Source: an optimization exercise on an open RTL-to-GDS flow (aim: small area and a short achievable clock period). Production flows keep margins and buffers that such runs may drop. In this exercise RTL edits were held to simulation tests only and were not proved equivalent to the original. Power is estimated from default activity; no workload was simulated.

==> inputs of branch delta <==
// systolic_gemm_engine
module systolic_gemm_engine #(
   parameter int ROWS = 4,
   parameter int COLS = 4,
   parameter int DW   = 8,
   parameter int AW   = 20
) (
   input  logic                 clk,
   input  logic                 rst,
   input  logic                 w_valid,
   output logic                 w_ready,
   input  logic [COLS*DW-1:0]   w_data,
   input  logic                 a_valid,
   output logic                 a_ready,
   input  logic                 a_last,
   input  logic [ROWS*DW-1:0]   a_data,
   output logic                 out_valid,
   output logic [COLS*AW-1:0]   out_data,
   output logic                 busy
);
clock: 8.0 ns
lec_check: 0
cap_margin: 20
core_margin: 2
core_utilization: 40
cts_cluster_diameter: 100
cts_cluster_size: 24
setup_slack_margin: 4.9
slew_margin: 20
synth_hierarchical: 1
synth_minimum_keep_size: 0
tns_end_percent: 0
standard.sh (not shown) runs the stock make flow with config.mk's settings and CLKGATE_MAP_FILE= SYNTH_SCRIPT=/design/flow/synth_recipe.tcl, a recipe that flattens the netlist after the stock synthesis.
==> flow/flow/run.sh <==
#!/bin/bash
set -o pipefail
export BUFFER_PORTS_ARGS="-buffer_cell sky130_fd_sc_hd__buf_2"
bash standard.sh > standard.log 2>&1
status=$?
ls -la out > out_listing.log 2>&1
exit $status
==> branch ember (differences from branch delta) <==
==> flow/run.sh (new file) <==
#!/bin/bash
# synth_recipe.tcl (not shown) runs the flow's synth.tcl, then flattens the netlist and writes it again
# the make line also repeats each setting of config.mk as NAME=value (left out here)
make -C /OpenROAD-flow-scripts/flow DESIGN_CONFIG=/design/flow/config.mk WORK_HOME=/design/flow/orfs CLKGATE_MAP_FILE= SYNTH_SCRIPT=/design/flow/synth_recipe.tcl finish
removed: flow/flow/run.sh
removed: flow/standard.sh
==> branch violet (differences from branch delta) <==
==> flow/flow/run.sh (replaced) <==
#!/bin/bash
set -o pipefail
export BUFFER_PORTS_ARGS="-buffer_cell sky130_fd_sc_hd__buf_1"
export CTS_ARGS="-sink_clustering_enable -repair_clock_nets -sink_clustering_size 24 -sink_clustering_max_diameter 100 -dont_use_dummy_load"
bash standard.sh > standard.log 2>&1
status=$?
ls -la out > out_listing.log 2>&1
exit $status
--- a/flow/config.mk
+++ b/flow/config.mk
@@ -12,3 +12,3 @@
 export CTS_CLUSTER_SIZE = 24
-export SETUP_SLACK_MARGIN = 4.9
+export SETUP_SLACK_MARGIN = 4.8
 export SLEW_MARGIN = 20
==> branch willow (differences from branch delta) <==
==> flow/flow/run.sh (replaced) <==
#!/bin/bash
set -o pipefail
export BUFFER_PORTS_ARGS="-buffer_cell sky130_fd_sc_hd__buf_1"
export CTS_ARGS="-sink_clustering_enable -repair_clock_nets -sink_clustering_size 24 -sink_clustering_max_diameter 100 -dont_use_dummy_load"
bash standard.sh > standard.log 2>&1
status=$?
ls -la out > out_listing.log 2>&1
exit $status
==> summary of the runs <==
- Branch delta went through all stages and came out clean. Branch ember produced a clean layout. Branch willow finished clean. Branch violet finished clean.
- Sequential share of layout area, highest first: branch violet, branch willow, branch ember, branch delta.
- Between branch ember and branch willow, the lower register-to-register slack is in branch ember (gap 0.05 ns).
- Against branch violet, the sequential power of branch delta is lower by about 1%.
- Against branch violet, the fmax of branch delta is higher by about 4%.
- Against branch delta, the worst hold slack of branch ember is higher by 0.0017 ns.
- Synthesized area is the same in branch ember and branch violet.
- Global-route usage, lowest first: branch ember, branch violet, branch delta, branch willow.
- Synthesized cell count is the same in branch violet and branch delta.
- Sequential cell count is the same in branch ember and branch violet.
==> figures <==
| metric | branch violet | branch willow | branch ember | branch delta |
|---|---|---|---|---|
| FMAX | 305 MHz | 314 MHz | 309 MHz | 318 MHz |
| FILL cells | 8,883 | 8,669 | 8,722 | 8,770 |
| Comb pwr share | 58.5% | 59.2% | 58.3% | 58.1% |
| Detailed route wirelength on metal2 | 52,900 um | 54,800 um | 54,000 um | 55,200 um |
| Critical path buffer and inverter count | 0 | 3 | 1 | 1 |
| Detailed-route via count | 28,393 | 29,047 | 28,588 | 29,066 |
| Pwr Total | 0.0167 W | 0.0169 W | 0.0172 W | 0.0172 W |
| Run status | complete, no violations | complete, no violations | complete, no violations | complete, no violations |
| Post-layout utilization of the core | 44.3% | 45.8% | 45.8% | 45.9% |
| Global routing met2 resource utilization | 36.3% | 36.9% | 36.3% | 36.2% |
| Clock network latency to the later pin of the worst-skew pair | 0.63 ns | 0.61 ns | 0.63 ns | 0.63 ns |
| Max stage delay on crit path | 0.61 ns | 0.65 ns | 0.66 ns | 0.54 ns |
| Instance count after placement with tap cells included | 4,391 | 4,388 | 4,384 | 4,385 |
| Critical Path Fanout Max | 8 | 18 | 19 | 17 |
| Power Clock | 0.00195 W | 0.00196 W | 0.00219 W | 0.00227 W |
| Standard cell with the maximum stage delay on the critical path | sky130_fd_sc_hd__a222oi_1 | sky130_fd_sc_hd__fa_1 | sky130_fd_sc_hd__dfxtp_4 | sky130_fd_sc_hd__fa_1 |
| First-pass GRT wire length | 180,000 um | 183,000 um | 178,000 um | 180,000 um |
| Combinational group power | 0.00979 W | 0.0100 W | 0.0100 W | 0.0100 W |
| Net Switching | 0.00712 W | 0.00721 W | 0.00719 W | 0.00732 W |
| Path depth of the worst reg2reg path | 5 | 8 | 7 | 6 |


==> build 4: inputs <==
systolic_gemm_engine, a different RTL version from the one above (not shown whole).
==> flow/config.mk <==
export PLATFORM = sky130hd
export DESIGN_NAME = systolic_gemm_engine
export DESIGN_NICKNAME = systolic_gemm_engine
export VERILOG_FILES = /design/flow/design.v
export SDC_FILE = /design/flow/constraint.sdc
export NUM_CORES = 4
export LEC_CHECK = 0
export CAP_MARGIN = 20
export CORE_MARGIN = 2
export CORE_UTILIZATION = 40
export CTS_CLUSTER_DIAMETER = 100
export CTS_CLUSTER_SIZE = 24
export SETUP_SLACK_MARGIN = 4.9
export SLEW_MARGIN = 20
export SYNTH_HIERARCHICAL = 1
export SYNTH_MINIMUM_KEEP_SIZE = 0
export TNS_END_PERCENT = 0
==> flow/constraint.sdc <==
create_clock -name core_clock -period 8.0 [get_ports {clk}]
set_input_delay 1.6000 -clock core_clock [delete_from_list [all_inputs] [get_ports {clk}]]
set_output_delay 1.6000 -clock core_clock [all_outputs]
set_load 0.01 [all_outputs]
==> flow/flow/run.sh <==
#!/bin/bash
set -o pipefail
export BUFFER_PORTS_ARGS="-buffer_cell sky130_fd_sc_hd__buf_1"
export CTS_ARGS="-sink_clustering_enable -repair_clock_nets -sink_clustering_size 24 -sink_clustering_max_diameter 100 -dont_use_dummy_load"
bash standard.sh > standard.log 2>&1
status=$?
ls -la out > out_listing.log 2>&1
exit $status
==> build 94 (differences from build 4) <==
==> flow/run.sh (new file) <==
#!/bin/bash
# synth_recipe.tcl (not shown) runs the flow's synth.tcl, then flattens the netlist and writes it again
# the make line also repeats each setting of config.mk as NAME=value (left out here)
make -C /OpenROAD-flow-scripts/flow DESIGN_CONFIG=/design/flow/config.mk WORK_HOME=/design/flow/orfs CLKGATE_MAP_FILE= SYNTH_SCRIPT=/design/flow/synth_recipe.tcl finish
removed: flow/flow/run.sh
removed: flow/standard.sh
==> build 62 (differences from build 4) <==
--- a/flow/config.mk
+++ b/flow/config.mk
@@ -12,3 +12,3 @@
 export CTS_CLUSTER_SIZE = 24
-export SETUP_SLACK_MARGIN = 4.9
+export SETUP_SLACK_MARGIN = 4.8
 export SLEW_MARGIN = 20
==> flow_summary.ini <==
[outcome]
status = timing/DRC/antenna clean

[layout]
areaGrowthSynthToFinish_pct = 8.85

[worst_setup_path]
arrival_ns = 3.67
r2r_start = r_sel[27]

[placement]
place.gp.congestion = 0.864
dp_hpwl_mm = 74.2

[power]
clockPowerShare = 0.121
swShare = 0.427

[routing]
drtPass1Iterations = 17
[end of results for build 4]
==> flow_summary.ini <==
[worst_setup_path]
cp.buffers_inverters = 0
cp.required_ns = 8.50
r2r_slack_ns = 4.76
arrival_ns = 3.74
r2r_start = r_sel[2]

[synth]
yosys_most_used_dff = dfxtp_1
yosys.area.top_type = dfxtp_1
ys_types = 56

[routing]
drtPass1Iterations = 23

[placement]
dp_hpwl_mm = 75.7
place.gp.congestion = 0.882

[outcome]
status = timing/DRC/antenna clean

[layout]
areaGrowthSynthToFinish_pct = 11.8
clk_share = 0.0293
drive_gt1_frac = 0.0781

[power]
p_seq_mw = 5.09
swShare = 0.423
[end of results for build 94]
==> flow_summary.ini <==
[placement]
io_buffers = 152
dp_hpwl_mm = 73.7

[layout]
inv_count = 172
areaGrowthSynthToFinish_pct = 7.96
multi_input_cells = 1870

[worst_setup_path]
critPathCapture = g_col[3].u_pe.q408
critical_path_class = register to register
r2r_start = r_sel[1]
arrival_ns = 3.72

[routing]
via_per_inst = 6.52
drtPass1Iterations = 20

[outcome]
status = timing/DRC/antenna clean

[power]
clockPowerShare = 0.116
swShare = 0.429

[grt]
grt_pass1_wl_mm = 172
[end of results for build 62]

separate check: timing with driven ports:
The flow's constraints put no driver on any port. The routed layouts listed below were extracted and timed again, unchanged, in two steps. Step 1: set_driving_cell puts a clkbuf_16 on clk and a buf_2 on each other input, an assumption about the parent block. Step 2 also shifts input and output timing later by t, the mid clock arrival at the registers, as if the neighbouring blocks saw the same clock. Slacks: ideal / step 1 / step 2; pairs: ideal / step 1.
run	shift t [ns]	setup WS [ns]	slew at the worst register clock pin (ns)	pins driven straight from the clock port
branch delta	0.692	4.857 / 4.857 / 4.849	0.11 / 0.11	1
branch ember	0.672	4.759 / 4.759 / 4.422	0.10 / 0.10	1
branch violet	0.673	4.727 / 4.727 / 4.727	0.10 / 0.10	1
branch willow	0.657	4.814 / 4.814 / 4.814	0.09 / 0.09	1
build 4	0.658	4.785 / 4.785 / 4.785	0.10 / 0.10	1
build 94	0.663	4.758 / 4.758 / 4.438	0.10 / 0.10	1
build 62	0.663	4.748 / 4.748 / 4.748	0.10 / 0.10	1
After both steps setup and hold are still met in every run listed. The setup slack of branch ember, which loses most, moves by 0.000 ns with the drivers and by -0.337 ns with both steps.
